Background: an optimization exercise with open tools, aiming at small area, a short achievable clock period and few clock cycles. Do not read the settings as production practice.
No activity file was given, so power comes from the tool's default toggle rates.

Design sgd_dot_product, start of the top module:
module sgd_dot_product (
    input  logic                             clk,
    input  logic                             rst_n,
    input  logic                             started,
    input  logic [sgd_pkg::CFG_W-1:0]        number_of_epochs,
    input  logic [sgd_pkg::CFG_W-1:0]        number_of_samples,
    input  logic [sgd_pkg::CFG_W-1:0]        dimension,
    input  logic [sgd_pkg::CFG_W-1:0]        number_of_bits,
    input  logic [sgd_pkg::A_WORD_W-1:0]     dispatch_axb_a_data,
    input  logic                             dispatch_axb_a_wr_en,
    output logic                             dispatch_axb_a_almost_full,
    input  logic [sgd_pkg::CREDIT_W-1:0]     x_wr_credit_counter,
    output logic [sgd_pkg::X_ADDR_W-1:0]     x_rd_addr,
    input  logic [sgd_pkg::X_WORD_W-1:0]     x_rd_data,
    output logic [sgd_pkg::NUM_BANKS*sgd_pkg::DOT_W-1:0] dot_product,   
    output logic [sgd_pkg::NUM_BANKS-1:0]    dot_product_valid
);
    logic                  accept;
    logic [BIT_IDX_W-1:0]  word_bit;
    logic                  word_first;
    logic                  word_last;
    logic [BIT_IDX_W-1:0]  bit_q   [2];
    logic                  first_q [3];
    logic                  last_q  [STAGES+1];
    logic                  out_valid;
    dot_control u_ctrl (
        .clk                 (clk),
        .rst_n               (rst_n),
        .started             (started),
        .number_of_epochs    (number_of_epochs),
        .number_of_samples   (number_of_samples),
        .dimension           (dimension),
        .number_of_bits      (number_of_bits),
  ...
Size in the first run: about 3700 cells after synthesis, roughly 500 flip-flops, about 35000 sq um of cells after synthesis.
clock: 5.0 ns
lec_check: 0
cap_margin: 20
core_margin: 2
core_utilization: 50
cts_buf_list: sky130_fd_sc_hd__clkbuf_8
cts_cluster_size: 30
setup_slack_margin: 2.5
slew_margin: 20
synth_hierarchical: 1
synth_minimum_keep_size: 0
buffer_ports_args: -buffer_cell sky130_fd_sc_hd__buf_1
standard.sh (not shown) runs the stock make flow with config.mk's settings and CLKGATE_MAP_FILE= SYNTH_SCRIPT=/design/flow/synth_recipe.tcl, a recipe that flattens the netlist after the stock synthesis.
==> flow/flow/run.sh <==
#!/bin/bash
# The standard layout (standard.sh, the standard flow's own ORFS flow), except that
# the port buffers are the plain sky130_fd_sc_hd__buf_1 rather than the
# buffer_ports default (a delay buffer); every port still gets one.
set -euo pipefail
echo 'export BUFFER_PORTS_ARGS = -buffer_cell sky130_fd_sc_hd__buf_1' >> config.mk
export BUFFER_PORTS_ARGS="-buffer_cell sky130_fd_sc_hd__buf_1"
cp standard.sh standard_sh.txt
bash standard.sh > standard.log 2>&1
The baseline completed with no timing, DRC or antenna violations.
Edit:
Settings changed: SETUP_SLACK_MARGIN 2.5 to 2.0.
=> Total power shrinks by about 10%; maximum frequency climbs by 2.3%; final cell count is lower by 3.5%; first-iteration DRC count went up by about 3%; sequential share of layout area increases by 2.0 points; via count is lower by 4.4%; flip-flop and latch count is unchanged; synthesized area stays the same.
Function was not checked in any run of this note: the RTL went through the layout flow alone.

---

== P ==
Another version of the RTL of sgd_dot_product (not shown whole).
Size in the first run: about 4100 cells after synthesis, roughly 39000 um^2 of cells after synthesis.
export LEC_CHECK = 0
export CAP_MARGIN = 20
export CORE_MARGIN = 2
export CORE_UTILIZATION = 50
export CTS_BUF_LIST = sky130_fd_sc_hd__clkbuf_8
export CTS_CLUSTER_SIZE = 30
export SETUP_SLACK_MARGIN = 2.5
export SLEW_MARGIN = 20
export SYNTH_HIERARCHICAL = 1
export SYNTH_MINIMUM_KEEP_SIZE = 0
export BUFFER_PORTS_ARGS = -buffer_cell sky130_fd_sc_hd__buf_1
create_clock -name core_clock -period 5.0 [get_ports {clk}]
Scripts as last shown in full above: flow/flow/run.sh
P: all stages complete, timing, DRC and antenna checks passed
Here is what was changed in the inputs of Q compared with P.
Settings: a change of SETUP_SLACK_MARGIN from 2.5 to 2.75; a change of CORE_UTILIZATION from 50 to 60.
Findings:
Q completed; timing, DRC and antenna clean
Re total negative setup slack: no difference whatsoever between P and Q.
Via count (higher): Q
Diff P -> Q: register-to-register slack went up, share of total power in combinational logic went up 4.5 points, critical path depth shows an increase of 1, global-route usage has increased, global-route track usage on met2 +9.1 points.
When Q is measured against P, its post-route minimum period turns out 0.17 ns lower.
NOTE: routed wire length in Q exceeds that of P
What R does differently from Q at the input level:
Settings: changing CORE_UTILIZATION from 60 to 50; changing SETUP_SLACK_MARGIN from 2.75 to 3.0.
[summary]
Q → R: clock transition time at the flip-flop clock pins of the worst setup and hold paths now sits at about the same level; fraction of final layout cells with drive strength greater than 1 saw an increase; global-route wire length before repair now larger. Share of total power in combinational logic: R > Q.
No run of this note included a check of the RTL's function; only the layout flow was run.

==> what the ideal ports hide <==
No port has a modelled driver above. Below, the same layouts with a new extraction and two added sets of constraints. Step 1 assumes that a clkbuf_16 drives the clock port and a buf_2 every other input. Step 2 times the ports against the registers' clock, not the clock port: input delays grow and output delays shrink by t, the midpoint of the rising clock arrivals with the driver on. a / b / c = ideal / step 1 / step 2; a / b = the first two.
| run | t, ns | setup slack, ns | hold slack, ns | worst setup path at the end | slew at the worst register clock pin (ns) |
|---|---|---|---|---|---|
| the first run of note 1 | 0.744 | 1.973 / 1.973 / 1.463 | 0.325 / 0.325 / 0.325 | input to register | 0.07 / 0.07 |
| the second run of note 1 | 0.743 | 2.041 / 2.041 / 1.484 | 0.325 / 0.325 / 0.325 | input to register | 0.07 / 0.07 |
| P | 0.770 | 2.443 / 2.443 / 1.947 | 0.326 / 0.326 / 0.326 | input to register | 0.07 / 0.07 |
| Q | 0.770 | 2.609 / 2.609 / 1.966 | 0.325 / 0.325 / 0.325 | input to register | 0.07 / 0.07 |
| R | 0.760 | 2.537 / 2.537 / 1.960 | 0.330 / 0.330 / 0.330 | input to register | 0.07 / 0.07 |
After both steps setup and hold are still met in every run listed. The setup slack of Q, which loses most, moves by 0.000 ns with the drivers and by -0.643 ns with both steps.
